Background: an optimization exercise with open tools, aiming at small area, a short achievable clock period and few clock cycles per item. Do not read the settings as production practice.
The RTL was checked by simulation tests, not by an equivalence proof against the original design.

Design ordered_sequence_hash_64_top, start of the top module:
module ordered_sequence_hash_64_top (
  input  logic                             clk,
  input  logic                             rst_n,
  input  logic                             in_valid,
  output logic                             in_stall,
  input  logic                             in_cmd,
  input  logic [osh64_pkg::LEN_W-1:0]      in_seq_length,
  input  logic [osh64_pkg::HASH_W-1:0]     in_element_bits,
  output logic                             out_valid,
  input  logic                             out_stall,
  output logic [osh64_pkg::HASH_W-1:0]     out_hash
);
For scale: roughly 170 I/O pins.
==> flow/config.mk <==
export PLATFORM = sky130hd
export DESIGN_NAME = ordered_sequence_hash_64_top
export DESIGN_NICKNAME = ordered_sequence_hash_64_top
export VERILOG_FILES = /design/flow/design.v
export SDC_FILE = /design/flow/constraint.sdc
export NUM_CORES = 4
export LEC_CHECK = 0
export CAP_MARGIN = 20
export CORE_MARGIN = 2
export CORE_UTILIZATION = 60
export SLEW_MARGIN = 20
export SYNTH_HIERARCHICAL = 1
==> flow/constraint.sdc <==
create_clock -name core_clock -period 9.5 [get_ports {clk}]
set_input_delay 1.9000 -clock core_clock [delete_from_list [all_inputs] [get_ports {clk}]]
set_output_delay 1.9000 -clock core_clock [all_outputs]
set_load 0.01 [all_outputs]
standard.sh (not shown) runs the stock make flow with config.mk's settings and CLKGATE_MAP_FILE= SYNTH_SCRIPT=/design/flow/synth_recipe.tcl, a recipe that flattens the netlist after the stock synthesis.
==> flow/flow/run.sh <==
#!/bin/bash
# Own flow: the standard layout (standard synthesis and every ORFS step unchanged) with two
# settings outside config.mk's list:
#  - port buffers are sky130_fd_sc_hd__buf_2 instead of the default choice (every input and
#    output port still gets its own buffer);
set -euo pipefail
MARGIN=$(cat flow/margin.txt)
bash standard.sh "BUFFER_PORTS_ARGS=-buffer_cell sky130_fd_sc_hd__buf_2" \
  SETUP_SLACK_MARGIN="$MARGIN" finish > standard.log 2>&1
==> flow/flow/margin.txt <==
5.2
Testbench counts at the start, summed over its fixed seeds: cycles 12,024, items 12,000.
Change:
==> flow/flow/margin.txt (replaced) <==
5.1
After rerunning: Worst setup slack is worse by 0.061 ns; first-iteration DRC count fell by 17%; final area fell by 1.4%; global-route usage fell by 0.47 points.
Change:
==> flow/flow/margin.txt (replaced) <==
5.0
Worst setup slack gets worse by 0.11 ns.
Worst hold slack improves by 0.026 ns.
Die area stays the same.
Flip-flop and latch count stays the same.
Synthesized area does not change.
Core utilization is lower by 0.82 points.
Final area falls slightly.
Register-to-register slack stays flat.
Change:
==> flow/flow/margin.txt (replaced) <==
5.4
Effect: Setup slack gains 0.17 ns. Clock skew fell by 0.0063 ns. Routed wire length climbs by a few percent. Clock-buffer cell count goes up by 9.

* * *

ordered_sequence_hash_64_top, a different RTL version from the one above (not shown whole).
Size in the first run: about 2700 cells after synthesis, ~380 flip-flops, roughly 170 I/O pins, roughly 33000 um^2 of cells after synthesis.
// ordered_sequence_hash_64_top
module ordered_sequence_hash_64_top (
  input  logic                             clk,
  input  logic                             rst_n,
  input  logic                             in_valid,
  output logic                             in_stall,
  input  logic                             in_cmd,
  input  logic [osh64_pkg::LEN_W-1:0]      in_seq_length,
  input  logic [osh64_pkg::HASH_W-1:0]     in_element_bits,
  output logic                             out_valid,
  input  logic                             out_stall,
  output logic [osh64_pkg::HASH_W-1:0]     out_hash
);
Settings: LEC_CHECK=0, CAP_MARGIN=20, CORE_MARGIN=2, CORE_UTILIZATION=40, CTS_CLUSTER_DIAMETER=80, CTS_CLUSTER_SIZE=30, SLEW_MARGIN=20, SYNTH_HIERARCHICAL=1; clock period 9.5 ns.
==> flow/flow/margin.txt <==
5.5
Scripts as last shown in full above: flow/flow/run.sh
The first run produced a clean layout.
Testbench counts at the start, summed over its fixed seeds: cycles 12,024, items 12,000.
Next try:
Settings changed: CORE_UTILIZATION 40 to 60, CTS_CLUSTER_DIAMETER 80 to not set, CTS_CLUSTER_SIZE 30 to not set, TNS_END_PERCENT set to 20.
Synthesized area is unchanged.
Register-to-register slack gets worse by 0.11 ns.
Cell count drops by 9.2%.
Next try:
Settings changed: TNS_END_PERCENT 20 to not set.
Result: Count of clock-buffer cells in the layout came out higher by 6. Via count stays flat. Final cell count barely changes. Setup slack improves by 0.077 ns. Non-clock buffer count went up by 5.

* * *

Setup of job 2578:
Starting RTL as in the previous note.
clock: 9.5 ns
lec_check: 0
cap_margin: 20
core_margin: 2
core_utilization: 60
cts_cluster_diameter: 60
cts_cluster_size: 20
slew_margin: 20
synth_hierarchical: 1
==> flow/flow/margin.txt <==
5.4
Scripts as last shown in full above: flow/flow/run.sh
Both conditions hold for job 2578: the flow ran to the end and the final layout passed the timing, DRC and antenna checks.
Testbench counts of job 2578, summed over its fixed seeds: cycles 12,024, items 12,000.
Input changes introduced in job 7968 (baseline for comparison: job 2578):
- swapping 60 for 40 in CORE_UTILIZATION
- clearing CTS_CLUSTER_SIZE, which used to be 20
- clearing CTS_CLUSTER_DIAMETER, which used to be 60
==> flow/flow/margin.txt <==
5.8
### Flow results
Between job 7968 and job 2578, it is job 7968 whose final routed wirelength across all metal layers is higher, by 19%.
The number of clock buffer instances in the layout number comes out higher for job 7968 vs job 2578.
Worst setup path endpoint = s0_msrc[30]$_DFFE_PP_: job 7968; worst setup path endpoint = out_hash_r[10]$_SDFFE_PN0P_: job 2578
Job 7968 against job 2578: pin count of the biggest net entering global routing decreased by 2 relative to the old numbers; full die area increased by 28000 um^2 relative to the old numbers; pin slew with the least headroom to its limit increased by 68 ps relative to the old numbers.
In job 7968, met2 wirelength from detailed routing is higher than in job 2578.
In job 7968, non-clock buffer count is higher than in job 2578.
Edits applied to the flow inputs when going from job 7968 to job 7297:
- CORE_UTILIZATION changed from 40 to 60
==> flow/flow/margin.txt <==
5.4
- [job 7297 vs job 7968] cell count: lower in job 7297
- Diff job 7968 -> job 7297 | count of clock-buffer cells in the layout | up by more than 10%
- Reported for job 7968 and job 7297, sequential cell count turned out identical to the last digit.
- Job 7297 vs job 7968: number of cell rows down in job 7297
Input-level comparison between job 4828 and job 7297:
- an added ABC_AREA of 1
Results
- Job 4828 completed end to end with timing, DRC and antenna clean.
- Looking at the reports, job 7297 completed the entire flow and the layout it produced met the timing, DRC and antenna checks.
- Job 4828 ended with less data arrival time of the critical path than job 7297.
- In job 4828 relative to job 7297, area of all placed cells without fillers had gone up by a few percent.
- On job 4828: final period utilization is 0.29 points higher than what job 7297 gave.
Edits applied to the flow inputs when going from job 4828 to job 8447:
- swapping 60 for 40 in CORE_UTILIZATION
- clearing ABC_AREA, which used to be 1
==> flow/flow/margin.txt <==
5.5
Findings:
The final layout from job 8447, which completed every stage, passed the timing, DRC and antenna checks at the end of the flow.
Job 8447 ends up with a inverter count of the layout excluding clock inverters that is about 40% lower than in job 4828.
Of job 8447 and job 4828, job 8447 shows the higher final hold slack, with job 4828 below it.
[compare] base=job 4828 new=job 8447: area added between synthesis and finish moved up.
Run comparison: job 4828 launching element of the worst setup path in_cmd; job 8447 launching element of the worst setup path s1_p[64]$_DFFE_PP_
Changes observed in job 8447 relative to job 4828: synthesized cell count went down by 770, mean instance size in the synthesized netlist went up by 23%.
### job 8447 -> job 8192
==> flow/flow/margin.txt <==
5.0
[summary]
The first-iteration DRC count in job 8192 was lower than what job 8447 gave. Fmax | job 8192 vs job 8447 | job 8192 slower. End point of the critical path: out_hash_r[63]$_SDFFE_PN0P_ -> job 8447, s0_msrc[45]$_DFFE_PP_ -> job 8192. Job 8192 reports a higher portion of the layout cell area used by clock cells than job 8447 does. The critical path startpoint comes out in_cmd in one run and s1_p[64]$_DFFE_PP_ in the other, namely in job 8192 and job 8447 respectively.

[port drivers added, routing unchanged]
The results above use ideal ports. As a check the final layouts listed here were re-extracted and re-timed, cells and wires unchanged. Step 1: set_driving_cell puts a clkbuf_16 on clk and a buf_2 on each other input, an assumption about the parent block. Step 2 adds t to the input delays and takes it off the output delays; t is the mean of the earliest and latest rising clock arrival at the registers after step 1. Input paths then give back, and output paths get back, about the clock's delay inside the block. Three values: no drivers, after step 1, after step 2; two values: the first two.
| run | shift t [ns] | setup slack, ns | worst setup path after step 2 | worst register clock-pin slew, ns | cell pins on the clock port's net |
|---|---|---|---|---|---|
| the first run of note 1 | 0.605 | 5.188 / 5.150 / 4.709 | input to register | 0.07 / 0.07 | 1 |
| the second run of note 1 | 0.605 | 5.127 / 5.107 / 4.634 | input to register | 0.06 / 0.06 | 1 |
| the third run of note 1 | 0.607 | 5.022 / 5.023 / 4.457 | input to register | 0.06 / 0.06 | 1 |
| the fourth run of note 1 | 0.616 | 5.191 / 5.160 / 4.660 | input to register | 0.06 / 0.06 | 1 |
| the first run of note 2 | 0.659 | 5.539 / 5.539 / 4.920 | input to register | 0.11 / 0.11 | 1 |
| the second run of note 2 | 0.644 | 5.427 / 5.311 / 4.667 | input to register | 0.07 / 0.07 | 1 |
| the third run of note 2 | 0.635 | 5.504 / 5.504 / 4.917 | input to register | 0.07 / 0.07 | 1 |
| job 2578 | 0.626 | 5.427 / 5.316 / 4.690 | input to register | 0.09 / 0.09 | 1 |
| job 7968 | 0.665 | 5.498 / 5.380 / 4.715 | input to register | 0.07 / 0.07 | 1 |
| job 7297 | 0.637 | 5.446 / 5.446 / 4.812 | input to register | 0.07 / 0.07 | 1 |
| job 4828 | 0.657 | 5.419 / 5.448 / 4.792 | input to register | 0.07 / 0.07 | 1 |
| job 8447 | 0.657 | 5.517 / 5.517 / 4.918 | input to register | 0.07 / 0.07 | 1 |
| job 8192 | 0.647 | 5.106 / 5.144 / 4.496 | input to register | 0.07 / 0.07 | 1 |
After both steps setup and hold are still met in every run listed. The setup slack of job 7968, which loses most, moves by -0.118 ns with the drivers and by -0.783 ns with both steps.
